This is an optimization exercise on Yosys and OpenROAD, whose aim is small area, not a production implementation. In this exercise RTL edits were held to simulation tests only and were not proved equivalent to the original. Power is estimated from default activity; no workload was simulated. The clock port is modelled as an ideal driver; clocking choices that lean on that would not hold on a real chip.

the reference run:
==> module rc_inc, before the edit <==
module rc_inc #(
	parameter int unsigned W = 32,
	parameter int unsigned K = 8,
	parameter bit down = 1'b0
) (
	input  logic [W-1:0] a,
	output logic [W-1:0] s
);
	localparam int unsigned NG = (W + K - 1) / K;
	logic [W-1:0] t;  
	logic [W-1:0] c;
	logic [NG:0] gc;
	always_comb
	begin
		t = down ? ~a : a;
		gc[0] = 1'b1;
		for (int j = 0; j < NG; j++)
		begin
			gc[j+1] = gc[j];
			for (int i = j * K; i < j * K + K && i < W; i++)
				gc[j+1] = gc[j+1] & t[i];
		end
		for (int i = 0; i < W; i++)
		begin
			if (i % K == 0)
				c[i] = gc[i/K];
			else
				c[i] = c[i-1] & t[i-1];
		end
		s = a ^ c;
	end
endmodule
Settings: LEC_CHECK=0, CAP_MARGIN=20, CORE_MARGIN=2, CORE_UTILIZATION=40, SLEW_MARGIN=20; clock period 10.0 ns.
run.sh (not shown) runs the stock make flow with config.mk's settings and CLKGATE_MAP_FILE= SYNTH_SCRIPT=/design/flow/synth_recipe.tcl, a recipe that flattens the netlist after the stock synthesis.
The reference run had finished all stages when the layout checks came back failing, citing setup timing.
Edits applied to the flow inputs when going from the reference run to the trial run:
--- a/flow/design.v
+++ b/flow/design.v
@@ -68,21 +68,24 @@
 	output logic [W-1:0] s
 );
 	localparam int unsigned NG = (W + K - 1) / K;
 	logic [W-1:0] t;  
 	logic [W-1:0] c;
+	logic [NG-1:0] ga;  
 	logic [NG:0] gc;
 	always_comb
 	begin
 		t = down ? ~a : a;
-		gc[0] = 1'b1;
 		for (int j = 0; j < NG; j++)
 		begin
-			gc[j+1] = gc[j];
+			ga[j] = 1'b1;
 			for (int i = j * K; i < j * K + K && i < W; i++)
-				gc[j+1] = gc[j+1] & t[i];
+				ga[j] = ga[j] & t[i];
 		end
+		gc[0] = 1'b1;
+		for (int j = 0; j < NG; j++)
+			gc[j+1] = gc[j] & ga[j];
 		for (int i = 0; i < W; i++)
 		begin
 			if (i % K == 0)
 				c[i] = gc[i/K];
 			else
[summary]
The trial run completed every stage of the flow, and the final layout passed the timing, DRC and antenna checks. Post-synthesis cell type count: the trial run < the reference run. [the trial run] transition time at the pin with the least slew margin fell 65 ps relative to the reference run. The launch point of the critical path comes out seq_time[1] in one run and a_step[0] in the other, namely in the reference run and the trial run respectively. Diff the reference run -> the trial run: critical path data required time fell 30 ps, filler cell count in the final layout went up by 131. [compare] base=the reference run new=the trial run: total die area closely matched the old numbers; internal power consumption increased by about 1.4% relative to the old numbers; sequential cell area in the final layout closely matched the old numbers. The reference run -> the trial run: overall fraction of global-route tracks in use flat. Looking at share of total power in the clock network across the trial run and the reference run, the one that comes out higher is the reference run. Diff the reference run..the trial run | first-pass iteration count of the detailed router | unchanged. The met3 track demand over resource in global routing number comes out lower for the trial run vs the reference run. The period utilization reported for the trial run is smaller than that of the reference run by 41 points. The trial run against the reference run: power attributed to combinational cells grew by about 450%, biggest cell delay along the critical path shows a reduction of 80 ps.

---

## T
radar_ctrl_top with an RTL version that a note above also has.
Size in the first run: ~3300 cells after synthesis, about 1300 flip-flops, about 120 I/O pins, about 50000 um^2 of cells after synthesis.
## radar_ctrl_top
module radar_ctrl_top #(
	parameter int unsigned sync_stages = 2,
	parameter int unsigned time_width = 64
) (
	input  logic                  clk,
	input  logic                  rst,
	input  logic                  sclk,
	input  logic                  cs,
	input  logic                  mosi,
	output logic [time_width-1:0] sys_time,
	output logic                  time_update,
	output logic                  busy,
	output logic                  pulse,
	output logic                  blank,
	output logic [47:0]           freq_word,
	output logic                  frame_error,
	output logic                  cmd_reject
);
==> flow/config.mk <==
export PLATFORM = sky130hd
export DESIGN_NAME = radar_ctrl_top
export DESIGN_NICKNAME = radar_ctrl_top
export VERILOG_FILES = /design/flow/design.v
export SDC_FILE = /design/flow/constraint.sdc
export NUM_CORES = 4
export LEC_CHECK = 0
export CAP_MARGIN = 20
export CORE_MARGIN = 2
export CORE_UTILIZATION = 60
export CTS_CLUSTER_DIAMETER = 100
export CTS_CLUSTER_SIZE = 28
export PLACE_DENSITY = 0.7
export SLEW_MARGIN = 20
==> flow/constraint.sdc <==
create_clock -name core_clock -period 10.0 [get_ports {clk}]
set_input_delay 2.0000 -clock core_clock [delete_from_list [all_inputs] [get_ports {clk}]]
set_output_delay 2.0000 -clock core_clock [all_outputs]
set_load 0.01 [all_outputs]
standard.sh (not shown) runs the stock make flow with config.mk's settings and CLKGATE_MAP_FILE= SYNTH_SCRIPT=/design/flow/synth_recipe.tcl, a recipe that flattens the netlist after the stock synthesis.
==> flow/flow/run.sh <==
#!/bin/bash
# Standard ORFS layout, with CTS told not to add dummy loads.
set -euo pipefail
export CTS_ARGS="-sink_clustering_enable -repair_clock_nets -dont_use_dummy_load -sink_clustering_size 28 -sink_clustering_max_diameter 100"
export BUFFER_PORTS_ARGS="-buffer_cell sky130_fd_sc_hd__buf_1"
bash standard.sh > standard_flow.log 2>&1
--- input diff T..R ---
--- a/flow/design.v
+++ b/flow/design.v
@@ -106,18 +106,26 @@
 	output logic [time_width-1:0] sys_time,
 	output logic                  time_update,
 	output logic                  busy,
 	output logic                  pulse,
 	output logic                  blank,
 	output logic [47:0]           freq_word,
 	output logic                  frame_error,
 	output logic                  cmd_reject
 );
+	function automatic logic sum_eq(input logic [31:0] a, input logic [31:0] b,
+		input logic [31:0] k);
+		logic [31:0] c;
+		c[0] = 1'b0;
+		for (int i = 1; i < 32; i++)
+			c[i] = (a[i-1] & b[i-1]) | ((a[i-1] | b[i-1]) & ~k[i-1]);
+		sum_eq = ((a ^ b ^ k) == c);
+	endfunction
 	logic [1:0] sclk_sync;
 	logic [1:0] cs_sync;
 	logic [1:0] mosi_sync;
 	logic sclk_d;
 	logic cs_d;
 	logic [8:0] bit_cnt;
 	logic frame_valid;
 	logic [407:0] sh;
 	logic late;  
@@ -193,28 +201,18 @@
 		end
 	end
 	wire [63:0] f_ts = sh[215:152];
 	wire [15:0] f_np = sh[151:136];
 	wire [7:0]  f_pt = sh[135:128];
 	wire [31:0] f_ti = sh[127:96];
 	wire [31:0] f_tp = sh[95:64];
 	wire [31:0] f_tb1 = sh[63:32];
 	wire [31:0] f_tb2 = sh[31:0];
-	logic [31:0] f_head;  
-	logic [31:0] f_tail;  
-	logic unused_c0;
-	logic unused_c1;
-	rc_cla #(.W(32), .K(8)) head_add (
-		.a(f_ti), .b(f_tb2), .cin(1'b0), .s(f_head), .cout(unused_c0)
-	);
-	rc_cla #(.W(32), .K(8)) tail_sub (
-		.a(f_tp), .b(~f_tb1), .cin(1'b1), .s(f_tail), .cout(unused_c1)
-	);
 	wire bad = (f_np == '0) || (f_ti == '0) || ti_eq_tp || (span_st == span_neg) ||
 		(f_pt[7:2] != '0) || (f_pt[1:0] == 2'b11);
 	logic cmd_valid;
 	always_ff @(posedge clk)
 	begin
 		if (rst)
 		begin
 			cmd_valid <= 1'b0;
 			cmd_reject <= 1'b0;
@@ -223,35 +221,35 @@
 		begin
 			cmd_valid <= frame_valid && !bad;
 			cmd_reject <= frame_valid && bad;
 		end
 	end
 	logic [63:0] p_ts;
 	logic [15:0] p_np;
 	logic [31:0] p_ti;
 	logic [31:0] p_tp;
-	logic [31:0] p_head;
-	logic [31:0] p_tail;
+	logic [31:0] p_tb1;
+	logic [31:0] p_tb2;
 	logic [47:0] p_freq;
 	logic [47:0] p_step;
 	logic [31:0] p_rate;
 	logic p_chirp;
 	logic p_hop;
 	always_ff @(posedge clk)
 	begin
 		if (frame_valid && !bad)
 		begin
 			p_ts <= f_ts;
 			p_np <= f_np;
 			p_ti <= f_ti;
 			p_tp <= f_tp;
-			p_head <= f_head;
-			p_tail <= f_tail;
+			p_tb1 <= f_tb1;
+			p_tb2 <= f_tb2;
 			p_freq <= sh[343:296];
 			p_step <= sh[295:248];
 			p_rate <= sh[247:216];
 			p_chirp <= f_pt[0];
 			p_hop <= f_pt[1];
 		end
 	end
 	wire [63:0] preset = sh[407:344];
 	logic pending;
@@ -276,20 +274,20 @@
 				pending <= seq_busy;
 			else if (!seq_busy)
 				pending <= 1'b0;
 		end
 	end
 	logic [63:0] a_ts;  
 	logic [15:0] a_np;  
 	logic [31:0] a_ti;
 	logic [31:0] a_tp;
-	logic [31:0] a_head;
-	logic [31:0] a_tail;
+	logic [31:0] a_tb1;
+	logic [31:0] a_tb2;
 	logic [47:0] a_freq;
 	logic [47:0] a_step;
 	logic [31:0] a_rate;
 	logic a_chirp;
 	logic a_hop;
 	logic [63:0] seq_time;
 	logic seq_update;
 	logic armed;
 	logic running;
@@ -298,27 +296,31 @@
 	logic seq_bt;  
 	logic seq_start;
 	logic [63:0] time_inc;
 	logic [63:0] time_n;
 	logic start_hit;
 	logic last_slot;
 	logic last_pulse;
 	logic [31:0] phase_inc;
 	logic [15:0] np_dec;
+	logic at_head;  
+	logic at_tail;  
 	rc_inc #(.W(64), .K(8)) time_inc_i (.a(seq_time), .s(time_inc));
 	rc_inc #(.W(32), .K(8)) phase_inc_i (.a(a_ts[31:0]), .s(phase_inc));
 	rc_inc #(.W(16), .K(8), .down(1'b1)) np_dec_i (.a(a_np), .s(np_dec));
 	always_comb
 	begin
 		time_n = cmd_valid ? preset : time_inc;
 		start_hit = (armed || applied) && !running && (time_n == a_ts);
 		last_slot = (phase_inc == a_tp);
 		last_pulse = (a_np == 16'd1);
+		at_head = sum_eq(a_ti, a_tb2, phase_inc);
+		at_tail = sum_eq(phase_inc, a_tb1, a_tp);
 	end
 	always_ff @(posedge clk)
 	begin
 		if (rst)
 		begin
 			seq_time <= '0;
 			seq_update <= 1'b0;
 			armed <= 1'b0;
 			running <= 1'b0;
@@ -350,20 +352,20 @@
 					seq_busy <= !last_pulse;
 					seq_pulse <= !last_pulse;
 					seq_bh <= !last_pulse;
 					seq_bt <= 1'b0;
 					seq_start <= !last_pulse;
 				end
 				else
 				begin
 					seq_pulse <= seq_pulse && (phase_inc != a_ti);
-					seq_bh <= seq_bh && (phase_inc != a_head);
-					seq_bt <= seq_bt || (phase_inc == a_tail);
+					seq_bh <= seq_bh && !at_head;
+					seq_bt <= seq_bt || at_tail;
 					seq_start <= 1'b0;
 				end
 			end
 			else
 			begin
 				if (applied)
 					armed <= 1'b1;
 				else if (cmd_valid)
 					armed <= 1'b0;
@@ -410,20 +412,20 @@
 		else if (!a_hop)
 			freq_word <= a_freq;
 	end
 	always_ff @(posedge clk)
 	begin
 		if (apply)
 		begin
 			a_ti <= p_ti;
 			a_tp <= p_tp;
-			a_head <= p_head;
-			a_tail <= p_tail;
+			a_tb1 <= p_tb1;
+			a_tb2 <= p_tb2;
 			a_freq <= p_freq;
 			a_step <= p_step;
 			a_rate <= p_rate;
 			a_chirp <= p_chirp;
 			a_hop <= p_hop;
 		end
 		if (apply)
 			a_np <= p_np;
 		else if (running && last_slot)
[summary]
- Compared with T, final-stage net count in R decreased by a few percent.
- R ended with more power per standard cell area than T.
- T -> R: HPWL reported at the end of detailed placement decreased by a few percent
- Part of the power in the clock network is lower on R
- R reports its highest-delay cell along the critical path as fa_1 while T reports a21boi_0.
- Changes observed in R relative to T: clock power flat; critical path depth down 2.
- Looking at R and T, the multiplexer share of the synthesized area is a wash.
- Share of final-layout standard cells stronger than drive strength 1: R > T
- Switching power as a share of total power, R and T: larger value in R
- Max die area across R and T: T
- Diff R and T: fraction of met2 tracks used by global routing lower in R
- Antenna cell count (R over T): decrease, 1

## re-timing with driven ports
How much do the figures lean on ideal ports? The routed layouts below were timed once more, with nothing changed but the port constraints.
Step 1: set_driving_cell puts a clkbuf_16 on clk and a buf_2 on each other input, an assumption about the parent block.
Step 2 moves the port delays by t, midway between the first and last clock arrival at a register: inputs arrive t later, outputs are due t later. That takes back most of the time a late clock gives input paths.
a / b / c = ideal ports / drivers / drivers and shift; a / b = the first two.
run | t, ns | slack for setup (ns) | latest minus earliest clock arrival (ns)
the reference run | 0.811 | -1.658 / -1.658 / -1.658 | 0.030 / 0.029
the trial run | 0.807 | 2.404 / 2.404 / 2.404 | 0.031 / 0.031
T | 0.695 | 2.281 / 2.281 / 2.281 | 0.058 / 0.058
R | 0.674 | 2.674 / 2.674 / 2.674 | 0.073 / 0.073
